This design comes from an exercise in tuning for small area, a short achievable clock period and few clock cycles per item on the open sky130 flow, not from production work.
Where RTL was checked, it was by simulation tests only, not by an equivalence proof against the original.
Power and IR drop assume default switching activity.

// tablet_adaptive_delta_decoder_unit
module tablet_adaptive_delta_decoder_unit
#(
    parameter int TOOLS     = TOOLS_DEF,
    parameter int SHIFT_MAX = SHIFT_MAX_DEF
) (
    input  logic        clk,
    input  logic        rst_n,
    input  logic        din_valid,
    output logic        din_ready,
    input  logic        din_action,
    input  logic        din_tool,
    input  logic [2:0]  din_channel,
    input  logic [4:0]  din_raw_code,
    input  logic [15:0] din_load_value,
    input  logic [3:0]  din_load_shift,
    output logic        dout_valid,
    input  logic        dout_ready,
    output logic [15:0] dout_value,
    output logic [3:0]  dout_step_out,
    output logic        dout_held,
    input  logic        psel,
    input  logic        penable,
    input  logic        pwrite,
    input  logic [2:0]  paddr,
    input  logic [31:0] pwdata,
    output logic [31:0] prdata,
    output logic        pready
);
Size: roughly 2,300 cells after synthesis, roughly 130 I/O pins, ~21,000 um^2 of cells after synthesis.
==> flow/config.mk <==
export PLATFORM = sky130hd
export DESIGN_NAME = tablet_adaptive_delta_decoder_unit
export DESIGN_NICKNAME = tablet_adaptive_delta_decoder_unit
export VERILOG_FILES = /design/flow/design.v
export SDC_FILE = /design/flow/constraint.sdc
export NUM_CORES = 4
export LEC_CHECK = 0
export ABC_AREA = 1
export ABC_CLOCK_PERIOD_IN_PS = 4000
export CAP_MARGIN = 20
export CORE_MARGIN = 2
export CORE_UTILIZATION = 40
export CTS_BUF_LIST = sky130_fd_sc_hd__clkbuf_8
export CTS_CLUSTER_DIAMETER = 60
export CTS_CLUSTER_SIZE = 16
export PLACE_DENSITY = 0.75
export SLEW_MARGIN = 20
export TNS_END_PERCENT = 10
==> flow/constraint.sdc <==
create_clock -name core_clock -period 10.0 [get_ports {clk}]
set_input_delay 2.0000 -clock core_clock [delete_from_list [all_inputs] [get_ports {clk}]]
set_output_delay 2.0000 -clock core_clock [all_outputs]
set_load 0.01 [all_outputs]
standard.sh (not shown) runs the stock make flow with config.mk's settings and CLKGATE_MAP_FILE= SYNTH_SCRIPT=/design/flow/synth_recipe.tcl, a recipe that flattens the netlist after the stock synthesis.
==> flow/flow/run.sh <==
#!/bin/bash
# The standard layout, with synthesis leaving adders to abc instead of
# mapping them to the half and full adder cells first, the port buffers
# made of plain buf_2 cells, and timing repair aimed at a setup slack of
# 5.5 ns (the clock period and constraints are unchanged).
export ADDER_MAP_FILE=
export BUFFER_PORTS_ARGS="-buffer_cell sky130_fd_sc_hd__buf_2"
export SETUP_SLACK_MARGIN=5.5
bash standard.sh > standard.log 2>&1
==> next run, changes <==
--- a/flow/design.v
+++ b/flow/design.v
@@ -173,32 +173,29 @@
     input  logic [15:0] raw0,
     input  logic        hold0,
     input  logic [15:0] max_x,
     input  logic [15:0] max_y,
     output logic [15:0] raw_n,
     output logic [3:0]  shift_n,
     output logic        hold_n,
     output logic [15:0] value
 );
     logic        is_loc, is_tilt, is_press, is_rot;
     logic [5:0]  sh_sum;
-    logic [15:0] hi, nh, dm;
+    logic [15:0] hi, nh;
     logic [15:0] r;
     logic        rc;
     logic [15:0] cs_s, cs_c;
     logic        tc;
     logic        gt, lo_c, hi_c, hold_d, pin;
     logic [15:0] clamped;
-    logic [15:0] avg_nc, avg_hi;
-    logic        avg_hi_c;
-    logic [15:0] avg;
     assign is_loc   = (channel[2:1] == 2'b00);
     assign is_tilt  = (channel[2:1] == 2'b01);
     assign is_press = (channel[2:1] == 2'b10);
     assign is_rot   = (channel == CH_ROT);
     assign sh_sum = {2'b00, f} + {{3{chg[2]}}, chg};
     always_comb
     begin
         if (sh_sum[5])
             shift_n = 4'd0;
         else if (sh_sum[4])
             shift_n = 4'd15;
@@ -209,68 +206,55 @@
     begin
         if (is_loc)
             hi = channel[0] ? max_y : max_x;
         else if (is_tilt)
             hi = TILT_MAX;
         else if (is_rot)
             hi = ROT_MAX;
         else
             hi = PRESS_MAX;
     end
     assign nh = ~hi;
-    assign dm = opnd ^ {16{neg}};
-    tadd_add #(.W(16)) u_r (.a(raw0), .b(dm), .cin(neg), .sum(r), .cout(rc));
-    assign cs_s = raw0 ^ dm ^ nh;
-    assign cs_c = (raw0 & dm) | (raw0 & nh) | (dm & nh);
+    tadd_add #(.W(16)) u_r (.a(raw0), .b(opnd), .cin(neg), .sum(r), .cout(rc));
+    assign cs_s = raw0 ^ opnd ^ nh;
+    assign cs_c = (raw0 & opnd) | (raw0 & nh) | (opnd & nh);
     tadd_carry #(.W(16)) u_t (.a(cs_s), .b({cs_c[14:0], neg}), .cin(1'b0), .cout(tc));
     assign gt = tc ^ cs_c[15] ^ rc;
     assign lo_c = !is_rot && neg && (ovf || !rc);
     assign hi_c = gt || (!is_rot && !neg && (ovf || rc));
     assign hold_d = is_press ? (hold0 ? neg : hcode) : hold0;
     assign pin    = is_press && hold_d;
     always_comb
     begin
         if (pin)
             clamped = HOLD_VAL;
         else if (lo_c)
             clamped = 16'd0;
         else if (hi_c)
             clamped = hi;
         else
             clamped = r;
     end
-    tadd_add #(.W(16)) u_avg_nc (.a(raw0), .b({neg, dm[15:1]}), .cin(neg && dm[0]),
-                                 .sum(avg_nc), .cout());
-    tadd_add #(.W(16)) u_avg_hi (.a(raw0), .b(hi), .cin(1'b0), .sum(avg_hi), .cout(avg_hi_c));
-    always_comb
-    begin
-        if (lo_c)
-            avg = {1'b0, raw0[15:1]};
-        else if (hi_c)
-            avg = {avg_hi_c, avg_hi[15:1]};
-        else
-            avg = avg_nc;
-    end
     always_comb
     begin
         if (action == ACT_LOAD)
         begin
             raw_n  = opnd;
             hold_n = hold0;
             value  = opnd;
         end
         else
         begin
             raw_n  = clamped;
             hold_n = hold_d;
-            value  = is_loc ? avg : clamped;
+            value  = clamped;
         end
     end
 endmodule
 import tadd_pkg::*;
 module tablet_adaptive_delta_decoder_unit
 #(
     parameter int TOOLS     = TOOLS_DEF,
     parameter int SHIFT_MAX = SHIFT_MAX_DEF
 ) (
     input  logic        clk,
     input  logic        rst_n,
@@ -406,23 +390,23 @@
                 s1_f_reg    <= 4'd0;
                 s1_chg_reg  <= 3'd0;
             end
             else if (din_action == ACT_LOAD)
             begin
                 s1_opnd_reg <= din_load_value;
                 s1_f_reg    <= din_load_shift;
                 s1_chg_reg  <= 3'd0;
             end
             else
             begin
-                s1_opnd_reg <= in_delta[15:0];
+                s1_opnd_reg <= in_delta[15:0] ^ {16{in_neg}};
                 s1_f_reg    <= in_sh0;
                 s1_chg_reg  <= in_chg;
             end
         end
     end
     logic [15:0] raw0, raw_n, value;
     logic        hold0, hold_n;
     always_comb
     begin
         raw0  = 16'd0;
         hold0 = 1'b0;
@@ -456,21 +440,31 @@
     begin
         for (int e = 0; e < DEPTH; e++)
             if (we[e])
             begin
                 raw_mem[e]   <= raw_n;
                 shift_mem[e] <= shift_n;
                 if (e % 7 == 4 || e % 7 == 5)
                     hold_mem[e] <= hold_n;
             end
     end
     tadd_pkg::result_t out_reg;
+    logic [15:0] out_raw0_reg;
+    logic        out_mean_reg;
+    logic [15:0] out_sum;
+    logic        out_sum_c;
     always_ff @(posedge clk)
     begin
         if (s1_adv)
-            out_reg <= {value, shift_n, hold_n};
+        begin
+            out_reg      <= {value, shift_n, hold_n};
+            out_raw0_reg <= raw0;
+            out_mean_reg <= !s1_action_reg && (s1_channel_reg[2:1] == 2'b00);
+        end
     end
+    tadd_add #(.W(16)) u_mean (.a(out_reg.value), .b(out_raw0_reg), .cin(1'b0),
+                               .sum(out_sum), .cout(out_sum_c));
     assign dout_valid    = out_valid_reg;
-    assign dout_value    = out_reg.value;
+    assign dout_value    = out_mean_reg ? {out_sum_c, out_sum[15:1]} : out_reg.value;
     assign dout_step_out = out_reg.step_out;
     assign dout_held     = out_reg.held;
 endmodule
Effect: Die area decreases by 3.1%; wire length decreases by 4.6%; power decreases by 10%; clock power increases by 14%; setup slack is worse by 520 ps; fmax decreases by 10%; count of clock-buffer cells in the layout increases by 4; flip-flop and latch count increases by 17; via count decreases by 7.1%; non-clock buffer count increases by 34; design area barely changes; cell count decreases by 7.6%.
Function was not checked in any run of this note: the RTL went through the layout flow alone.

* * *

tablet_adaptive_delta_decoder_unit, a different RTL version from the one above (not shown whole).
Size in the first run: roughly 390 flip-flops, about 130 I/O pins.
==> flow/design.v (excerpt) <==
module tablet_adaptive_delta_decoder_unit
#(
    parameter int TOOLS     = TOOLS_DEF,
    parameter int SHIFT_MAX = SHIFT_MAX_DEF
) (
    input  logic        clk,
    input  logic        rst_n,
    input  logic        din_valid,
    output logic        din_ready,
    input  logic        din_action,
    input  logic        din_tool,
    input  logic [2:0]  din_channel,
    input  logic [4:0]  din_raw_code,
    input  logic [15:0] din_load_value,
    input  logic [3:0]  din_load_shift,
    output logic        dout_valid,
    input  logic        dout_ready,
    output logic [15:0] dout_value,
    output logic [3:0]  dout_step_out,
    output logic        dout_held,
    input  logic        psel,
    input  logic        penable,
    input  logic        pwrite,
    input  logic [2:0]  paddr,
    input  logic [31:0] pwdata,
    output logic [31:0] prdata,
    output logic        pready
);
==> module tablet_adaptive_delta_decoder_unit, before the edit <==
module tablet_adaptive_delta_decoder_unit
#(
    parameter int TOOLS     = TOOLS_DEF,
    parameter int SHIFT_MAX = SHIFT_MAX_DEF
) (
    input  logic        clk,
    input  logic        rst_n,
    input  logic        din_valid,
    output logic        din_ready,
    input  logic        din_action,
    input  logic        din_tool,
    input  logic [2:0]  din_channel,
    input  logic [4:0]  din_raw_code,
    input  logic [15:0] din_load_value,
    input  logic [3:0]  din_load_shift,
    output logic        dout_valid,
    input  logic        dout_ready,
    output logic [15:0] dout_value,
    output logic [3:0]  dout_step_out,
    output logic        dout_held,
    input  logic        psel,
    input  logic        penable,
    input  logic        pwrite,
    input  logic [2:0]  paddr,
    input  logic [31:0] pwdata,
    output logic [31:0] prdata,
    output logic        pready
);
    logic [15:0] max_x_reg, max_y_reg;
    logic        cfg_wr;
    assign pready = 1'b1;
    assign cfg_wr = psel && penable && pwrite;
    assign prdata = {16'd0, (paddr[2] == REG_MAX_Y) ? max_y_reg : max_x_reg};
    always_ff @(posedge clk or negedge rst_n)
    begin
        if (!rst_n)
        begin
            max_x_reg <= 16'hffff;
            max_y_reg <= 16'hffff;
        end
        else if (cfg_wr)
        begin
            if (paddr[2] == REG_MAX_X)
                max_x_reg <= pwdata[15:0];
            else
                max_y_reg <= pwdata[15:0];
        end
    end
    logic s1_valid_reg, out_valid_reg, clr1_reg, clr2_reg;
    logic rdy_free_reg, rdy_run_reg;
    logic out_free, s1_adv, in_ready;
    logic s1_valid_nxt, out_valid_nxt;
    assign out_free  = !out_valid_reg || dout_ready;
    assign s1_adv    = s1_valid_reg && out_free;
    assign in_ready  = !s1_valid_reg || out_free;
    assign din_ready = rdy_free_reg || (rdy_run_reg && dout_ready);
    assign s1_valid_nxt  = din_ready ? din_valid : s1_valid_reg;
    assign out_valid_nxt = out_free ? s1_valid_reg : out_valid_reg;
    always_ff @(posedge clk or negedge rst_n)
    begin
        if (!rst_n)
        begin
            s1_valid_reg  <= 1'b0;
            out_valid_reg <= 1'b0;
            clr1_reg      <= 1'b1;
            clr2_reg      <= 1'b1;
            rdy_free_reg  <= 1'b0;
            rdy_run_reg   <= 1'b0;
        end
        else
        begin
            clr1_reg      <= 1'b0;
            clr2_reg      <= clr1_reg;
            s1_valid_reg  <= s1_valid_nxt;
            out_valid_reg <= out_valid_nxt;
            rdy_run_reg   <= !clr1_reg;
            rdy_free_reg  <= !clr1_reg && !(s1_valid_nxt && out_valid_nxt);
        end
    end
    localparam int DEPTH = 14;
    logic [15:0] raw_mem   [DEPTH];
    logic [3:0]  shift_mem [DEPTH];
    logic [DEPTH-1:0] hold_mem;
    function automatic logic [DEPTH-1:0] entry_sel(input logic tool, input logic [2:0] ch);
        for (int e = 0; e < DEPTH; e++)
            entry_sel[e] = (tool == (e >= 7)) && (ch == 3'(e % 7));
    endfunction
    logic        s1_action_reg;
    logic [2:0]  s1_channel_reg;
    logic [15:0] s1_opnd_reg;       
    logic        s1_neg_reg, s1_ovf_reg, s1_hcode_reg;
    logic [3:0]  s1_f_reg;          
    logic [2:0]  s1_chg_reg;        
    logic        s1_tool_reg;
    logic [15:0] s1_raw0_reg;       
    logic        s1_hold0_reg;      
    logic [DEPTH-1:0] in_sel, s1_sel, we;
    logic        in_unused, in_zero, in_load, s1_same;
    logic [3:0]  in_sh0, shift_n;
    logic [15:0] in_raw0, raw_n;
    logic        in_hold0, hold_n;
    logic [3:0]  in_mag;
    logic        in_big, in_neg, in_hcode, in_ovf;
    logic [2:0]  in_chg;
    logic [6:0]  in_base;
    logic [21:0] in_delta;
    assign in_sel    = entry_sel(din_tool, din_channel);
    assign in_unused = (din_channel == CH_UNUSED);
    assign in_zero   = in_unused || clr1_reg;
    assign in_load   = (din_action == ACT_LOAD) || in_zero;
    assign s1_sel    = entry_sel(s1_tool_reg, s1_channel_reg);
    assign s1_same   = s1_valid_reg && |(s1_sel & in_sel);
    assign we        = clr2_reg ? '1 : s1_adv ? s1_sel : '0;
    always_comb
    begin
        in_sh0   = 4'd0;
        in_raw0  = 16'd0;
        in_hold0 = 1'b0;
        for (int e = 0; e < DEPTH; e++)
            if (in_sel[e])
            begin
                in_sh0  = in_sh0 | shift_mem[e];
                in_raw0 = in_raw0 | raw_mem[e];
                if (e % 7 == 4 || e % 7 == 5)
                    in_hold0 = in_hold0 | hold_mem[e];
            end
        if (s1_same)
        begin
            in_sh0   = shift_n;
            in_raw0  = raw_n;
            in_hold0 = hold_n;
        end
    end
    tadd_code u_code (
        .channel (din_channel),
        .code    (din_raw_code),
        .mag     (in_mag),
        .big     (in_big),
        .neg     (in_neg),
        .hcode   (in_hcode),
        .chg     (in_chg)
    );
    assign in_base  = in_big ? PRESS_BIG : {3'b000, in_mag};
    assign in_delta = 22'(in_base) << in_sh0;
    assign in_ovf   = |in_delta[21:16] && (din_channel != CH_ROT);
    always_ff @(posedge clk)
    begin
        if (in_ready)
        begin
            s1_action_reg  <= in_load;
            s1_tool_reg    <= din_tool;
            s1_channel_reg <= clr1_reg ? CH_UNUSED : din_channel;
            s1_raw0_reg    <= in_raw0;
            s1_hold0_reg   <= in_hold0 && !clr1_reg;
            s1_neg_reg     <= in_neg;
            s1_ovf_reg     <= in_ovf;
            s1_hcode_reg   <= in_hcode;
            if (in_zero)
            begin
                s1_opnd_reg <= 16'd0;
                s1_f_reg    <= 4'd0;
                s1_chg_reg  <= 3'd0;
            end
            else if (din_action == ACT_LOAD)
            begin
                s1_opnd_reg <= din_load_value;
                s1_f_reg    <= din_load_shift;
                s1_chg_reg  <= 3'd0;
            end
            else
            begin
                s1_opnd_reg <= in_delta[15:0];
                s1_f_reg    <= in_sh0;
                s1_chg_reg  <= in_chg;
            end
        end
    end
    logic [15:0] value;
    tadd_update u_update (
        .action     (s1_action_reg),
        .channel    (s1_channel_reg),
        .opnd       (s1_opnd_reg),
        .neg        (s1_neg_reg),
        .ovf        (s1_ovf_reg),
        .hcode      (s1_hcode_reg),
        .f          (s1_f_reg),
        .chg        (s1_chg_reg),
        .raw0       (s1_raw0_reg),
        .hold0      (s1_hold0_reg),
        .max_x      (max_x_reg),
        .max_y      (max_y_reg),
        .raw_n      (raw_n),
        .shift_n    (shift_n),
        .hold_n     (hold_n),
        .value      (value)
    );
    always_ff @(posedge clk)
    begin
        for (int e = 0; e < DEPTH; e++)
            if (we[e])
            begin
                raw_mem[e]   <= raw_n;
                shift_mem[e] <= shift_n;
                if (e % 7 == 4 || e % 7 == 5)
                    hold_mem[e] <= hold_n;
            end
    end
    tadd_pkg::result_t out_reg;
    always_ff @(posedge clk)
    begin
        if (s1_adv)
            out_reg <= {value, shift_n, hold_n};
    end
    assign dout_valid    = out_valid_reg;
    assign dout_value    = out_reg.value;
    assign dout_step_out = out_reg.step_out;
    assign dout_held     = out_reg.held;
endmodule
Settings: LEC_CHECK=0, ABC_AREA=1, ABC_CLOCK_PERIOD_IN_PS=4000, CAP_MARGIN=20, CORE_MARGIN=2, CORE_UTILIZATION=55, CTS_BUF_LIST=sky130_fd_sc_hd__clkbuf_8, CTS_CLUSTER_DIAMETER=60, CTS_CLUSTER_SIZE=16, PLACE_DENSITY=0.75, SLEW_MARGIN=20, TNS_END_PERCENT=10; clock period 10.0 ns.
==> flow/flow/run.sh <==
#!/bin/bash
# The standard layout, with synthesis leaving adders to abc instead of
# mapping them to the half and full adder cells first, the port buffers
# made of plain buf_2 cells, and timing repair aimed at a setup slack of
# 5.45 ns (the clock period and constraints are unchanged).
export ADDER_MAP_FILE=
export BUFFER_PORTS_ARGS="-buffer_cell sky130_fd_sc_hd__buf_2"
export SETUP_SLACK_MARGIN=5.45
bash standard.sh > standard.log 2>&1
The first run completed with no timing, DRC or antenna violations.
==> next run, changes <==
--- a/flow/design.v
+++ b/flow/design.v
@@ -301,13 +301,9 @@
     end
     logic s1_valid_reg, out_valid_reg, clr1_reg, clr2_reg;
-    logic rdy_free_reg, rdy_run_reg;
     logic out_free, s1_adv, in_ready;
-    logic s1_valid_nxt, out_valid_nxt;
     assign out_free  = !out_valid_reg || dout_ready;
     assign s1_adv    = s1_valid_reg && out_free;
     assign in_ready  = !s1_valid_reg || out_free;
-    assign din_ready = rdy_free_reg || (rdy_run_reg && dout_ready);
-    assign s1_valid_nxt  = din_ready ? din_valid : s1_valid_reg;
-    assign out_valid_nxt = out_free ? s1_valid_reg : out_valid_reg;
+    assign din_ready = in_ready && !clr1_reg && !clr2_reg;
     always_ff @(posedge clk or negedge rst_n)
     begin
@@ -318,15 +314,13 @@
             clr1_reg      <= 1'b1;
             clr2_reg      <= 1'b1;
-            rdy_free_reg  <= 1'b0;
-            rdy_run_reg   <= 1'b0;
         end
         else
         begin
-            clr1_reg      <= 1'b0;
-            clr2_reg      <= clr1_reg;
-            s1_valid_reg  <= s1_valid_nxt;
-            out_valid_reg <= out_valid_nxt;
-            rdy_run_reg   <= !clr1_reg;
-            rdy_free_reg  <= !clr1_reg && !(s1_valid_nxt && out_valid_nxt);
+            clr1_reg <= 1'b0;
+            clr2_reg <= clr1_reg;
+            if (din_ready)
+                s1_valid_reg <= din_valid;
+            if (out_free)
+                out_valid_reg <= s1_valid_reg;
         end
     end
- sequential power hardly moves
- worst setup slack loses 0.029 ns
- total power drops by about 6%
- count of clock-buffer cells in the layout drops by 1
- global-route usage climbs by 0.38 points
Testbench counts after the change, summed over its fixed seeds: cycles 24,016, items 24,000.
The RTL of the first run of this note was laid out without a check of its function.

## afterwards: timing with drivers on the ports
In the flow no input, the clock included, has a driving cell. The finished layouts below were timed again as built, in two steps.
Step 1 (the two cells are an assumption about what drives the block):
set clk [get_ports {clk}]
set_driving_cell -lib_cell sky130_fd_sc_hd__clkbuf_16 $clk
set_driving_cell -lib_cell sky130_fd_sc_hd__buf_2 [delete_from_list [all_inputs] $clk]
Step 2, shift: input delay + t, output delay - t, t = (earliest + latest rising clock arrival at the registers) / 2. This alone moves slack from input paths to output paths.
a / b / c = ideal ports / drivers / drivers and shift; a / b = the first two.
| run | shift t [ns] | setup slack, ns | hold slack, ns | worst setup path at the end |
|---|---|---|---|---|
| the first run of note 1 | 0.700 | 5.442 / 5.408 / 4.831 | 0.492 / 0.492 / 0.492 | input to register |
| the second run of note 1 | 0.647 | 4.927 / 4.880 / 4.994 | 0.498 / 0.498 / 0.498 | input to register |
| the first run of note 2 | 0.643 | 5.433 / 5.379 / 4.941 | 0.371 / 0.371 / 0.371 | input to register |
| the second run of note 2 | 0.619 | 5.404 / 5.316 / 4.927 | 0.374 / 0.374 / 0.374 | input to register |
After both steps setup and hold are still met in every run listed. The setup slack of the first run of note 1, which loses most, moves by -0.034 ns with the drivers and by -0.611 ns with both steps.
